Context: an optimization exercise on an open-source flow, tuned for a short achievable clock period and few clock cycles per item. The choices shown serve that exercise and are no tape-out recipe. In this exercise RTL edits were held to simulation tests only and were not proved equivalent to the original.

// cpu
module cpu #(
    parameter cpu_pkg::word_t RESET_PC = '0
) (
    input  logic           clk,
    input  logic           reset,
    output cpu_pkg::word_t imem_addr,
    input  cpu_pkg::word_t imem_data,
    output logic           dmem_valid,
    output logic           dmem_write,
    output cpu_pkg::word_t dmem_addr,
    output cpu_pkg::word_t dmem_wdata,
    input  logic           dmem_ready,
    input  cpu_pkg::word_t dmem_rdata
);
    typedef cpu_pkg::word_t word_t;
    typedef cpu_pkg::reg_addr_t reg_addr_t;
    word_t     pc;
    logic      id_valid;
    word_t     id_instr;
    word_t     id_pc;
    logic      id_pred;                  
    word_t     id_pc4, id_tgt_b;         
    logic      id_br_x0;                 
    logic [31:1] id_rs1_oh, id_rs2_oh;   
    logic      ex_reg_write, ex_load, ex_store;
    logic      ex_addi;
    word_t     ex_negimm;               
    logic      ex_miss_eq, ex_miss_ne;
    logic      ex_hit_eq, ex_hit_ne;      
    logic      ex_sel_add, ex_sel_sub, ex_sel_and, ex_sel_or, ex_sel_xor, ex_sel_slt, ex_sel_link;
    reg_addr_t ex_rd;
  ...
Size in the first run: ~5600 cells after synthesis, roughly 1500 flip-flops, ~170 I/O pins.
clock: 7.0 ns
lec_check: 0
abc_clock_period_in_ps: 2500
cap_margin: 20
cell_pad_in_sites_detail_placement: 1
cell_pad_in_sites_global_placement: 2
core_margin: 2
core_utilization: 30
place_density: 0.5
setup_slack_margin: 4.0
slew_margin: 20
synth_hierarchical: 1
standard.sh (not shown) runs the stock make flow with config.mk's settings and CLKGATE_MAP_FILE= SYNTH_SCRIPT=/design/flow/synth_recipe.tcl, a recipe that flattens the netlist after the stock synthesis.
==> flow/flow/run.sh <==
#!/bin/bash
# Standard layout, except that:
# - synthesis leaves adders to ABC instead of mapping them onto the
#   library's full/half-adder cells;
# - the port buffers are buf_6 cells instead of the small delay buffers
#   that buffer_ports picks by default (every port still gets a buffer);
# - timing repair may resize a cell to any cell of the same function, not
#   only to one of the same footprint.
set -euo pipefail
cd "$(dirname "$0")/.."
ADDER_MAP_FILE= BUFFER_PORTS_ARGS="-buffer_cell sky130_fd_sc_hd__buf_6" \
    bash standard.sh MATCH_CELL_FOOTPRINT=0 finish > standard.log 2>&1
Testbench counts at the start, summed over its fixed seeds: cycles 23,234, instructions 21,723.
Next try:
--- a/flow/design.v
+++ b/flow/design.v
@@ -39,36 +39,36 @@
 module if_next (
     input  cpu_pkg::word_t pc,
     input  cpu_pkg::word_t instr,
     input  logic           stall,
     output cpu_pkg::word_t next_pc,
     output logic           pred,
     output cpu_pkg::word_t tgt_b,
     output cpu_pkg::word_t pc4
 );
     logic jal, br, sel_j, sel_b, sel_4, hold;
-    cpu_pkg::word_t immb, immj, tgt_j, early;
+    cpu_pkg::word_t immb, immj, tgt_j, jb;
     assign jal  = instr[6:0] == 7'b1101111;
     assign br   = instr[6:0] == 7'b1100011;
     assign pred = br && (instr[31] || instr[12]);
     assign immb = {{20{instr[31]}}, instr[7], instr[30:25], instr[11:8], 1'b0};
     assign immj = {{12{instr[31]}}, instr[19:12], instr[20], instr[30:21], 1'b0};
     ks_add32 u_tgt_b (.a(pc), .b(immb), .cin(1'b0), .s(tgt_b), .c31());
     ks_add32 u_tgt_j (.a(pc), .b(immj), .cin(1'b0), .s(tgt_j), .c31());
     assign pc4 = pc + 32'd4;
     assign sel_j = !stall && jal;
     assign sel_b = !stall && pred && !jal;
     assign sel_4 = !stall && !pred && !jal;
     assign hold  = stall;
     for (genvar i = 0; i < 32; i++) begin : g_next
-        g_ao22 u_early (.s1(sel_4), .a(pc4[i]),   .s2(hold),  .b(pc[i]),    .y(early[i]));
-        g_sel2 u_pc    (.s1(sel_j), .a(tgt_j[i]), .s2(sel_b), .b(tgt_b[i]), .c(early[i]), .y(next_pc[i]));
+        g_ao22 u_jb  (.s1(sel_j), .a(tgt_j[i]), .s2(sel_b), .b(tgt_b[i]), .y(jb[i]));
+        g_sel2 u_pc  (.s1(sel_4), .a(pc4[i]),   .s2(hold),  .b(pc[i]),    .c(jb[i]), .y(next_pc[i]));
     end
 endmodule
 `default_nettype wire
 `timescale 1ns/10ps
 `default_nettype none
 module ex_unit (
     input  cpu_pkg::word_t a,
     input  cpu_pkg::word_t b,
     input  cpu_pkg::word_t link,
     input  logic           sel_add,
@@ -173,50 +173,31 @@
 );
     assign y = !(a | b | c | d);
 endmodule
 module eq32 (
     input  logic [31:0] a,
     input  logic [31:0] b,
     output logic        eq
 );
     logic [31:0] d;
     logic [15:0] e;
-    logic [7:0]  f;
-    logic [3:0]  g;
-    logic [1:0]  h;
+    logic [3:0]  f;
     for (genvar i = 0; i < 32; i++) begin : g_d
         g_xor2 u_d (.a(a[i]), .b(b[i]), .y(d[i]));
     end
     for (genvar i = 0; i < 16; i++) begin : g_e
         g_nor2 u_e (.a(d[2*i]), .b(d[2*i+1]), .y(e[i]));
     end
-    for (genvar i = 0; i < 8; i++) begin : g_f
-        g_nand2 u_f (.a(e[2*i]), .b(e[2*i+1]), .y(f[i]));
+    for (genvar i = 0; i < 4; i++) begin : g_f
+        g_nand4 u_f (.a(e[4*i]), .b(e[4*i+1]), .c(e[4*i+2]), .d(e[4*i+3]), .y(f[i]));
     end
-    for (genvar i = 0; i < 4; i++) begin : g_g
-        g_nor2 u_g (.a(f[2*i]), .b(f[2*i+1]), .y(g[i]));
-    end
-    for (genvar i = 0; i < 2; i++) begin : g_h
-        g_nand2 u_h (.a(g[2*i]), .b(g[2*i+1]), .y(h[i]));
-    end
-    g_nor2 u_eq (.a(h[0]), .b(h[1]), .y(eq));
-endmodule
-module g_mux4 (
-    input  logic s1,
-    input  logic s0,
-    input  logic a,
-    input  logic b,
-    input  logic c,
-    input  logic d,
-    output logic y
-);
-    assign y = s1 ? (s0 ? d : c) : (s0 ? b : a);
+    g_nor4 u_eq (.a(f[0]), .b(f[1]), .c(f[2]), .d(f[3]), .y(eq));
 endmodule
 module g_ao22 (
     input  logic s1,
     input  logic a,
     input  logic s2,
     input  logic b,
     output logic y
 );
     assign y = (s1 & a) | (s2 & b);
 endmodule
@@ -421,22 +402,23 @@
         .tgt_b   (f_tgt_b),
         .pc4     (f_pc4)
     );
     logic ex_is_branch, any_eq, any_ne;
     assign ex_is_branch = ex_miss_eq || ex_miss_ne;
     logic any_e_z, any_e_nz, any_n_z, any_n_nz, any_e, any_n;
     assign any_e_z  = ex_miss_eq || id_red_z;
     assign any_e_nz = ex_miss_eq || id_red_nz;
     assign any_n_z  = ex_miss_ne || id_red_z;
     assign any_n_nz = ex_miss_ne || id_red_nz;
-    g_mux4 u_any (.s1(ex_eq), .s0(d_zero), .a(any_n_nz), .b(any_n_z), .c(any_e_nz), .d(any_e_z),
-                  .y(any_redirect));
+    g_mux2 u_any_e (.s(d_zero), .a(any_e_nz), .b(any_e_z), .y(any_e));
+    g_mux2 u_any_n (.s(d_zero), .a(any_n_nz), .b(any_n_z), .y(any_n));
+    g_mux2 u_any   (.s(ex_eq),  .a(any_n),    .b(any_e),   .y(any_redirect));
     for (genvar i = 0; i < 32; i++) begin : g_pc
         g_mux2 u_rec (.s(ex_is_branch), .a(id_rec_pc[i]), .b(ex_rec_pc[i]), .y(rec_pc[i]));
         g_mux2 u_pc  (.s(any_redirect), .a(f_next[i]), .b(rec_pc[i]), .y(pc_next[i]));
     end
     always_ff @(posedge clk or posedge reset) begin
         if (reset) begin
             pc <= RESET_PC;
         end else begin
             pc <= pc_next;
         end
The changed run passed the timing, design-rule and antenna checks.
Via count goes down by 0.46%.
Wire length falls by 0.61%.
Critical path depth is higher by 2.
Sequential share of layout area is about the same.
Count of clock-buffer cells in the layout shrinks by 2.
Non-clock buffer count decreases by 32.
Register-to-register slack loses 0.10 ns.
Final area hardly moves.
Setup slack gets worse by 0.10 ns.
Synthesized cell count drops by 0.32%.
Testbench counts after the change, summed over its fixed seeds: cycles 23,234, instructions 21,723.

## afterwards: timing with drivers on the ports
In the flow no input, the clock included, has a driving cell. The finished layouts below were timed again as built, in two steps.
Step 1 sets driving cells, clkbuf_16 on the clock port and buf_2 on the other inputs (assumed; they add their load-dependent delay and slew).
Step 2 moves the port delays by t, midway between the first and last clock arrival at a register: inputs arrive t later, outputs are due t later. That takes back most of the time a late clock gives input paths.
Three values: ideal ports, drivers, drivers and shift; two values: the first two.
run | shift t [ns] | setup WS [ns] | worst setup path after step 2 | worst data-port slew with drivers (ns) | cell pins on the clock port's net
the first run | 0.922 | 3.894 / 3.828 / 2.960 | input to register | 0.31 | 1
the second run | 0.934 | 3.792 / 3.749 / 2.815 | input to register | 0.30 | 1
After both steps every run listed still meets setup and hold. The setup slack of the second run, which loses most, moves by -0.043 ns with the drivers and by -0.977 ns with both steps.
